What follows belongs to an exercise in optimizing a design on an open flow for small area, a short achievable clock period and few clock cycles; a production flow would make more cautious choices.
Function was checked by simulation only, so behaviour that the tests miss may differ from the original.

==> inputs of 07-13 <==
## all_pairs_distance_relax_unit
module all_pairs_distance_relax_unit #(
  parameter int MAX_NODES = 16
) (
  input  logic      clk,
  input  logic      rst_n,
  input  logic      in_valid,
  output logic      in_stall,
  input  logic [17:0] in_data,
  output logic      out_valid,
  input  logic      out_stall,
  output logic [14:0] out_data,
  input  logic      cfg_wr_en,
  input  logic [4:0] cfg_wr_data
);
make LEC_CHECK=0 CAP_MARGIN=20 CORE_MARGIN=2 CORE_UTILIZATION=40 CTS_CLUSTER_DIAMETER=80 CTS_CLUSTER_SIZE=24 SETUP_SLACK_MARGIN=2.0 SLEW_MARGIN=20 finish   # period 7.0 ns
run.sh (not shown) runs the stock make flow with config.mk's settings and CLKGATE_MAP_FILE= SYNTH_SCRIPT=/design/flow/synth_recipe.tcl, a recipe that flattens the netlist after the stock synthesis.
==> inputs of 12-21, as changes to 07-13 <==
--- a/flow/design.v
+++ b/flow/design.v
@@ -116,24 +116,39 @@
     ry_s1   = ry_r + ry_h1;
     ry_lane = ry_u1 ? ry_s1 : ry_r1;
   end
   logic run_bnd;
   assign run_bnd = run_bnd_r;
-  logic [7:0]        ph1;
-  logic              mh1, byp1;
+  logic [7:0]        ph1_r, ph1_n;
+  logic              mh1_r, byp1_r, mh1_n, byp1_n, pv_n;
+  logic [N-1:0]      hd2_oh;
   logic [N-1:0]      h_sel;
   logic [N-1:0][7:0] h_src, h_base;
   always_comb begin
-    ph1 = '0;
-    mh1 = 1'b0;
-    for (int i = 0; i < N; i++) begin
-      if (hd_oh_r[(i + N - 1) % N]) begin
-        ph1 = ph1 | p_r[i];
-        mh1 = mh1 | m_r[i];
+    pv_n = pv_r;
+    if (run_bnd) pv_n = !(last_x && !pass_more && (mask_r == '0));
+    if (fl_bnd_r) pv_n = 1'b0;
+    hd2_oh = {hd_oh_r[N-3:0], hd_oh_r[N-1:N-2]};
+    ph1_n  = '0;
+    mh1_n  = 1'b0;
+    byp1_n = 1'b0;
+    if (run_bnd) begin
+      ph1_n  = upd[1] ? sz[1] : r_r[1];
+      mh1_n  = pv_n && mask_fin[1];
+      byp1_n = pv_n && x_oh_r[1];
+    end else begin
+      for (int i = 0; i < N; i++) begin
+        if (hd2_oh[i]) begin
+          ph1_n = ph1_n | p_r[i];
+          mh1_n = mh1_n | m_r[i];
+        end
       end
+      mh1_n  = pv_n && mh1_n;
+      byp1_n = pv_n && (|(xp_oh_r & hd2_oh));
     end
-    byp1 = |(xp_oh_r & {hd_oh_r[N-2:0], hd_oh_r[N-1]});
+  end
+  always_comb begin
     for (int j = 0; j < N; j++) begin
       h_base[j] = ring[1][j];
       h_sel[j]  = 1'b0;
       h_src[j]  = sz[0];
       if (run_bnd) begin
@@ -143,13 +158,13 @@
           h_src[j]  = sz[j];
         end else if (x_oh_r[j]) begin
           if (mask_r[0]) h_base[j] = r_r[0];
           h_sel[j] = upd[0];
         end
-      end else if (pv_r && !fl_bnd_r) begin
-        if (byp1)                   h_base[j] = p_r[j];
-        else if (xp_oh_r[j] && mh1) h_base[j] = ph1;
+      end else begin
+        if (byp1_r)                   h_base[j] = p_r[j];
+        else if (xp_oh_r[j] && mh1_r) h_base[j] = ph1_r;
       end
       head_in[j] = h_sel[j] ? h_src[j] : h_base[j];
     end
   end
   logic [N-1:0]      r_sel;
@@ -272,10 +287,12 @@
   endfunction
   always_ff @(posedge clk) begin
     if (!rst_n) begin
       state_r      <= S_IDLE;
       idle_r       <= 1'b1;
+      mh1_r        <= 1'b0;
+      byp1_r       <= 1'b0;
       rsw_r        <= 1'b0;
       in_stall_r   <= 1'b0;
       run_r        <= 1'b0;
       run_bnd_r    <= 1'b0;
       fl_bnd_r     <= 1'b0;
@@ -290,10 +307,13 @@
       b_rv         <= '0;
     end else begin
       hd_r    <= hd_r + 4'd1;
       hd_oh_r <= {hd_oh_r[N-2:0], hd_oh_r[N-1]};
       state_r   <= state_nx;
+      ph1_r     <= ph1_n;
+      mh1_r     <= mh1_n;
+      byp1_r    <= byp1_n;
       rsw_r     <= (state_nx == S_RSW);
       in_stall_r <= (state_nx != S_IDLE) || (hv_nx && !h_can_nx);
       idle_r    <= (state_nx == S_IDLE);
       run_r     <= (state_nx == S_RUN);
       run_bnd_r <= (state_nx == S_RUN) && hd_oh_r[N-2];
--- a/flow/config.mk
+++ b/flow/config.mk
@@ -5,10 +5,11 @@
 export SDC_FILE = /design/flow/constraint.sdc
 export NUM_CORES = 4
 export LEC_CHECK = 0
 export CAP_MARGIN = 20
 export CORE_MARGIN = 2
-export CORE_UTILIZATION = 40
+export CORE_UTILIZATION = 35
 export CTS_CLUSTER_DIAMETER = 80
 export CTS_CLUSTER_SIZE = 24
-export SETUP_SLACK_MARGIN = 2.0
+export PLACE_DENSITY = 0.5
+export SETUP_SLACK_MARGIN = 2.5
 export SLEW_MARGIN = 20
==> inputs of 04-10, as changes to 07-13 <==
--- a/flow/design.v
+++ b/flow/design.v
@@ -34,12 +34,11 @@
   typedef enum logic [2:0] {
     S_IDLE = 3'd0,
     S_RDW  = 3'd1,
     S_RST  = 3'd2,
     S_RUN  = 3'd3,
-    S_FL   = 3'd4,
-    S_RSW  = 3'd5
+    S_FL   = 3'd4
   } state_t;
   state_t          state_r, state_nx;
   logic            idle_r, run_r, run_bnd_r, fl_bnd_r;
   logic [4:0]      node_count_r;
   logic            out_valid_r;
@@ -83,40 +82,57 @@
       if (b_fl[0] && b_wv[0][j])      tail_in[j] = r_r[j];
       else if (b_fl[1] && b_wv[1][j]) tail_in[j] = n_q[j];
       else                            tail_in[j] = rowy[j];
     end
   end
+  function automatic logic sum_lt(input logic [7:0] a, input logic [7:0] b,
+                                  input logic [7:0] c);
+    logic [8:0] xs, yc, g, p;
+    logic [8:0] g1, p1;
+    logic       g2a, p2a, g2b, p2b, g30;
+    xs[8] = 1'b1;
+    yc[0] = 1'b1;
+    for (int i = 0; i < 8; i++) begin
+      xs[i]     = a[i] ^ b[i] ^ ~c[i];
+      yc[i + 1] = (a[i] & b[i]) | (a[i] & ~c[i]) | (b[i] & ~c[i]);
+    end
+    g = xs & yc;
+    p = xs | yc;
+    for (int i = 0; i < 8; i += 2) begin
+      g1[i + 1] = g[i + 1] | (p[i + 1] & g[i]);
+      p1[i + 1] = p[i + 1] & p[i];
+      g1[i]     = g[i];
+      p1[i]     = p[i];
+    end
+    g1[8] = g[8];
+    p1[8] = p[8];
+    g2a = g1[3] | (p1[3] & g1[1]);
+    p2a = p1[3] & p1[1];
+    g2b = g1[7] | (p1[7] & g1[5]);
+    p2b = p1[7] & p1[5];
+    g30 = g2b | (p2b & g2a);
+    sum_lt = !(g1[8] | (p1[8] & g30));
+  endfunction
   logic [7:0]        ry_r;
   logic              step;
   logic [N-1:0]      upd;
   logic [N-1:0][7:0] sz;
   logic [N-1:0]      mask_fin;
   logic [N-1:0]      hd1_oh;
-  logic [7:0]        ry_lane, ry_s1, ry_r1, ry_h1;
-  logic              ry_u1;
-  logic [N-1:0][8:0] dz;
+  logic [7:0]        ry_lane;
   always_comb begin
     step = step_r;
     for (int z = 0; z < N; z++) begin
-      dz[z]  = {1'b0, r_r[z]} - {1'b0, rowy[z]};
       sz[z]  = ry_r + rowy[z];
-      upd[z] = step && zm_r[z] && !dz[z][8] && (ry_r < dz[z][7:0]);
+      upd[z] = step && zm_r[z] && sum_lt(ry_r, rowy[z], r_r[z]);
     end
     mask_fin = mask_r | upd;
     hd1_oh = {hd_oh_r[N-2:0], hd_oh_r[N-1]};
-    ry_h1 = '0;
-    ry_r1 = '0;
-    ry_u1 = 1'b0;
+    ry_lane = '0;
     for (int i = 0; i < N; i++) begin
-      if (hd1_oh[i]) begin
-        ry_h1 = ry_h1 | rowy[i];
-        ry_r1 = ry_r1 | r_r[i];
-        ry_u1 = ry_u1 | upd[i];
-      end
+      if (hd1_oh[i]) ry_lane = ry_lane | (upd[i] ? sz[i] : r_r[i]);
     end
-    ry_s1   = ry_r + ry_h1;
-    ry_lane = ry_u1 ? ry_s1 : ry_r1;
   end
   logic run_bnd;
   assign run_bnd = run_bnd_r;
   logic [7:0]        ph1;
   logic              mh1, byp1;
@@ -173,11 +189,11 @@
           end
         end else begin
           r_sel[k] = upd[k];
         end
       end else begin
-        if (rst_go || ((cap_any || pf_go) && mru_r)) r_base[k] = head[k];
+        if (rst_go || ((rd_cap || pf_go) && mru_r)) r_base[k] = head[k];
         if (h_go0 && (4'(k) == h_col))              r_base[k] = h_val;
       end
       r_d[k] = r_sel[k] ? r_src[k] : r_base[k];
     end
   end
@@ -204,63 +220,35 @@
   assign h_go0 = hv_r && (h_t0 || (!h_t1 && h_f0));
   assign h_go1 = hv_r && !h_go0 && (h_t1 || h_f1);
   assign h_can = h_go0 || h_go1;
   logic wbusy;           
   assign wbusy = hv_r || b_wany[0] || b_wany[1];
-  logic       in_stall_r;
-  logic       hv_nx;
-  logic [3:0] h_row_nx;
-  logic [1:0] b_wany_nx;
-  logic [1:0][3:0] b_row_nx;
-  logic       h_t0_nx, h_t1_nx, h_can_nx;
-  always_comb begin
-    hv_nx    = (hv_r && !h_can) || (accept && (in_item.operation == apdr_pkg::OP_WRITE));
-    h_row_nx = accept ? in_item.row : h_row;
-    for (int k = 0; k < 2; k++) begin
-      b_wany_nx[k] = (b_wany_r[k] && !b_fl[k]) || ((k == 0) ? h_go0 : h_go1);
-      b_row_nx[k]  = ((k == 0) ? h_go0 : h_go1) ? h_row : b_row[k];
-    end
-    h_t0_nx  = b_wany_nx[0] && (b_row_nx[0] == h_row_nx);
-    h_t1_nx  = b_wany_nx[1] && (b_row_nx[1] == h_row_nx);
-    h_can_nx = h_t0_nx || h_t1_nx || !b_wany_nx[0] || !b_wany_nx[1];
-  end
-  assign in_stall = in_stall_r;
+  assign in_stall = !idle_r || (hv_r && !h_can);
   logic accept;
   assign accept = in_valid && !in_stall;
-  logic       rhm, rho, rsw_r;
-  logic [3:0] col_sel;
-  logic [7:0] rd_data;
-  assign rhm = b_rv[mru_r] && (b_row[mru_r] == in_item.row);
-  assign rho = b_rv[!mru_r] && (b_row[!mru_r] == in_item.row);
-  assign col_sel = rsw_r ? q_col : in_item.col;
-  assign rd_data = mru_r ? n_q[col_sel] : r_r[col_sel];
+  logic rh0, rh1;
+  assign rh0 = b_rv[0] && (b_row[0] == in_item.row);
+  assign rh1 = b_rv[1] && (b_row[1] == in_item.row);
   logic [3:0] pf_row;
   logic       pf_go;
   assign pf_row = (mru_r ? b_row[1] : b_row[0]) + 4'd1;
-  assign pf_go  = (idle_r || rsw_r) && !wbusy && b_rv[mru_r] && (hd_r == pf_row)
+  assign pf_go  = idle_r && !wbusy && b_rv[mru_r] && (hd_r == pf_row)
                   && !(b_rv[!mru_r] && (b_row[!mru_r] == pf_row));
-  logic rd_cap, rd_late;
-  assign rd_cap  = (state_r == S_RDW) && !wbusy && (hd_r == q_row) && !rd_late;
-  assign rd_late = (state_r == S_RDW) && b_rv[!mru_r] && (b_row[!mru_r] == q_row);
-  logic rd_head, cap_any;
-  assign rd_head = accept && (in_item.operation == apdr_pkg::OP_READ) && !rhm && !rho
-                   && !wbusy && (in_item.row == hd_r);
-  assign cap_any = rd_cap || rd_head;
+  logic rd_cap;
+  assign rd_cap = (state_r == S_RDW) && !wbusy && (hd_r == q_row);
   logic rst_go;
   assign rst_go = (state_r == S_RST) && !wbusy && (hd_r == 4'd0);
   always_comb begin
     state_nx = state_r;
     case (state_r)
       S_IDLE: begin
         if (accept) begin
-          if ((in_item.operation == apdr_pkg::OP_READ) && !rhm)
-            state_nx = (rho || rd_head) ? S_RSW : S_RDW;
+          if ((in_item.operation == apdr_pkg::OP_READ) && !(rh0 || rh1)) state_nx = S_RDW;
           if ((in_item.operation == apdr_pkg::OP_RELAX) && !(n_act < 5'd2)) state_nx = S_RST;
         end
       end
-      S_RDW: if (rd_cap || rd_late) state_nx = S_RSW;
-      S_RSW: state_nx = S_IDLE;
+      S_RDW: if (rd_cap) state_nx = S_IDLE;
       S_RST: if (rst_go) state_nx = S_RUN;
       S_RUN: begin
         if (bnd && last_x && !pass_more) state_nx = (mask_r == '0) ? S_IDLE : S_FL;
       end
       S_FL: if (bnd) state_nx = S_IDLE;
@@ -272,12 +260,10 @@
   endfunction
   always_ff @(posedge clk) begin
     if (!rst_n) begin
       state_r      <= S_IDLE;
       idle_r       <= 1'b1;
-      rsw_r        <= 1'b0;
-      in_stall_r   <= 1'b0;
       run_r        <= 1'b0;
       run_bnd_r    <= 1'b0;
       fl_bnd_r     <= 1'b0;
       out_valid_r  <= 1'b0;
       node_count_r <= 5'd16;
@@ -290,12 +276,10 @@
       b_rv         <= '0;
     end else begin
       hd_r    <= hd_r + 4'd1;
       hd_oh_r <= {hd_oh_r[N-2:0], hd_oh_r[N-1]};
       state_r   <= state_nx;
-      rsw_r     <= (state_nx == S_RSW);
-      in_stall_r <= (state_nx != S_IDLE) || (hv_nx && !h_can_nx);
       idle_r    <= (state_nx == S_IDLE);
       run_r     <= (state_nx == S_RUN);
       run_bnd_r <= (state_nx == S_RUN) && hd_oh_r[N-2];
       fl_bnd_r  <= (state_nx == S_FL) && hd_oh_r[N-2];
       if (out_valid_r && !out_stall) out_valid_r <= 1'b0;
@@ -330,19 +314,15 @@
                 b_rv        <= '0;
                 out_valid_r <= 1'b1;
                 out_data_r  <= '0;
               end
               apdr_pkg::OP_READ: begin
-                out_data_r <= {rd_data, 7'd0};
-                if (rhm) begin
+                if (rh0 || rh1) begin
                   out_valid_r <= 1'b1;
-                end else if (rho) begin
-                  mru_r <= !mru_r;
-                end else if (rd_head) begin
-                  b_row[!mru_r] <= in_item.row;
-                  b_rv[!mru_r]  <= 1'b1;
-                  mru_r         <= !mru_r;
+                  out_data_r  <= {(rh0 ? r_r[in_item.col] : n_q[in_item.col]), 7'd0};
+                  mru_r       <= rh1;
+                end else begin
                 end
               end
               apdr_pkg::OP_RELAX: begin
                 if (n_act < 5'd2) begin
                   out_valid_r <= 1'b1;
@@ -361,16 +341,13 @@
         S_RDW: begin
           if (rd_cap) begin
             b_row[!mru_r] <= q_row;
             b_rv[!mru_r]  <= 1'b1;
             mru_r         <= !mru_r;
+            out_valid_r   <= 1'b1;
+            out_data_r    <= {head[q_col], 7'd0};
           end
-          if (rd_late) mru_r <= !mru_r;
-        end
-        S_RSW: begin
-          out_valid_r <= 1'b1;
-          out_data_r  <= {rd_data, 7'd0};
         end
         S_RST: begin
           if (rst_go) begin
           end
         end
@@ -410,11 +387,11 @@
     end
     r_r <= r_d;
     if (run_r) begin
       if (cap_r) n_q <= rowy;
     end else begin
-      if ((cap_any || pf_go) && !mru_r) n_q <= head;
+      if ((rd_cap || pf_go) && !mru_r) n_q <= head;
       if (h_go1) n_q[h_col] <= h_val;
     end
     begin
       logic       run_nx;
       logic [3:0] x_nx, nx_nxt, hd_nxt;
--- a/flow/config.mk
+++ b/flow/config.mk
@@ -6,9 +6,6 @@
 export NUM_CORES = 4
 export LEC_CHECK = 0
 export CAP_MARGIN = 20
 export CORE_MARGIN = 2
 export CORE_UTILIZATION = 40
-export CTS_CLUSTER_DIAMETER = 80
-export CTS_CLUSTER_SIZE = 24
-export SETUP_SLACK_MARGIN = 2.0
 export SLEW_MARGIN = 20
==> flow_summary.ini <==
[status]
outcome = finished clean

[worst_setup_path]
crit_required_ns = 7.83
ff2ff_setup_slack_ns = 1.08

[clocking]
cts_setup_buffers = 0

[grt]
track_usage_pct = 40.8

[finish]
final-nonclk-buf-share_pct = 2.67

[synth]
synth_mux_area_share_pct = 8.56
syn_inst = 9032
synth_cell_types = 102

[routing]
vias = 83600
The numbers above come from 04-10.

==> flow_summary.ini <==
[routing]
vias = 88100

[worst_setup_path]
ff2ff_setup_slack_ns = 1.89
crit_required_ns = 7.77

[synth]
synth_mux_area_share_pct = 7.22
syn_inst = 9615
synth_cell_types = 99

[status]
outcome = finished clean

[grt]
track_usage_pct = 40.0

[clocking]
cts_setup_buffers = 9
The numbers above come from 07-13.

==> flow_summary.ini <==
[synth]
synth_cell_types = 101
yosysMostFrequentCell = dfxtp_1
syn_inst = 9662
synth_mux_area_share_pct = 8.37

[clocking]
cts_hold_buf = 0
cts_setup_buffers = 97

[routing]
drt-wirelength-per-cell_um = 40.7
finalWirelength_um = 570000
vias = 88600

[floorplan]
fp.dieH_um = 549

[status]
outcome = finished clean

[pwr]
leakagePower_uw = 0.0473

[sta]
rsz0062_at_grt = true

[grt]
track_usage_pct = 36.6

[finish]
fin_util_pct = 40.2
final-nonclk-buf-share_pct = 3.96
The numbers above come from 12-21.

Testbench counts of 07-13, summed over its fixed seeds: cycles 33,408.
Testbench counts of 12-21, summed over its fixed seeds: cycles 33,408.
Testbench counts of 04-10, summed over its fixed seeds: cycles 33,432.

==> static timing again, ports no longer ideal <==
No port has a modelled driver above. Below, the same layouts with a new extraction and two added sets of constraints. Step 1, drivers: a clkbuf_16 drives clk and a buf_2 each remaining input, both assumed. Step 2 adds t to the input delays and takes it off the output delays; t is the mean of the earliest and latest rising clock arrival at the registers after step 1. Input paths then give back, and output paths get back, about the clock's delay inside the block. Three values: no drivers, after step 1, after step 2; two values: the first two.
run | shift t [ns] | setup WS [ns] | clock arrival spread, ns
07-13 | 0.994 | 1.895 / 1.895 / 1.309 | 0.084 / 0.085
12-21 | 1.024 | 2.343 / 2.343 / 1.762 | 0.073 / 0.073
04-10 | 1.051 | 1.082 / 1.082 / 1.082 | 0.081 / 0.081
After both steps setup and hold are still met in every run listed. The setup slack of 07-13, which loses most, moves by 0.000 ns with the drivers and by -0.586 ns with both steps.
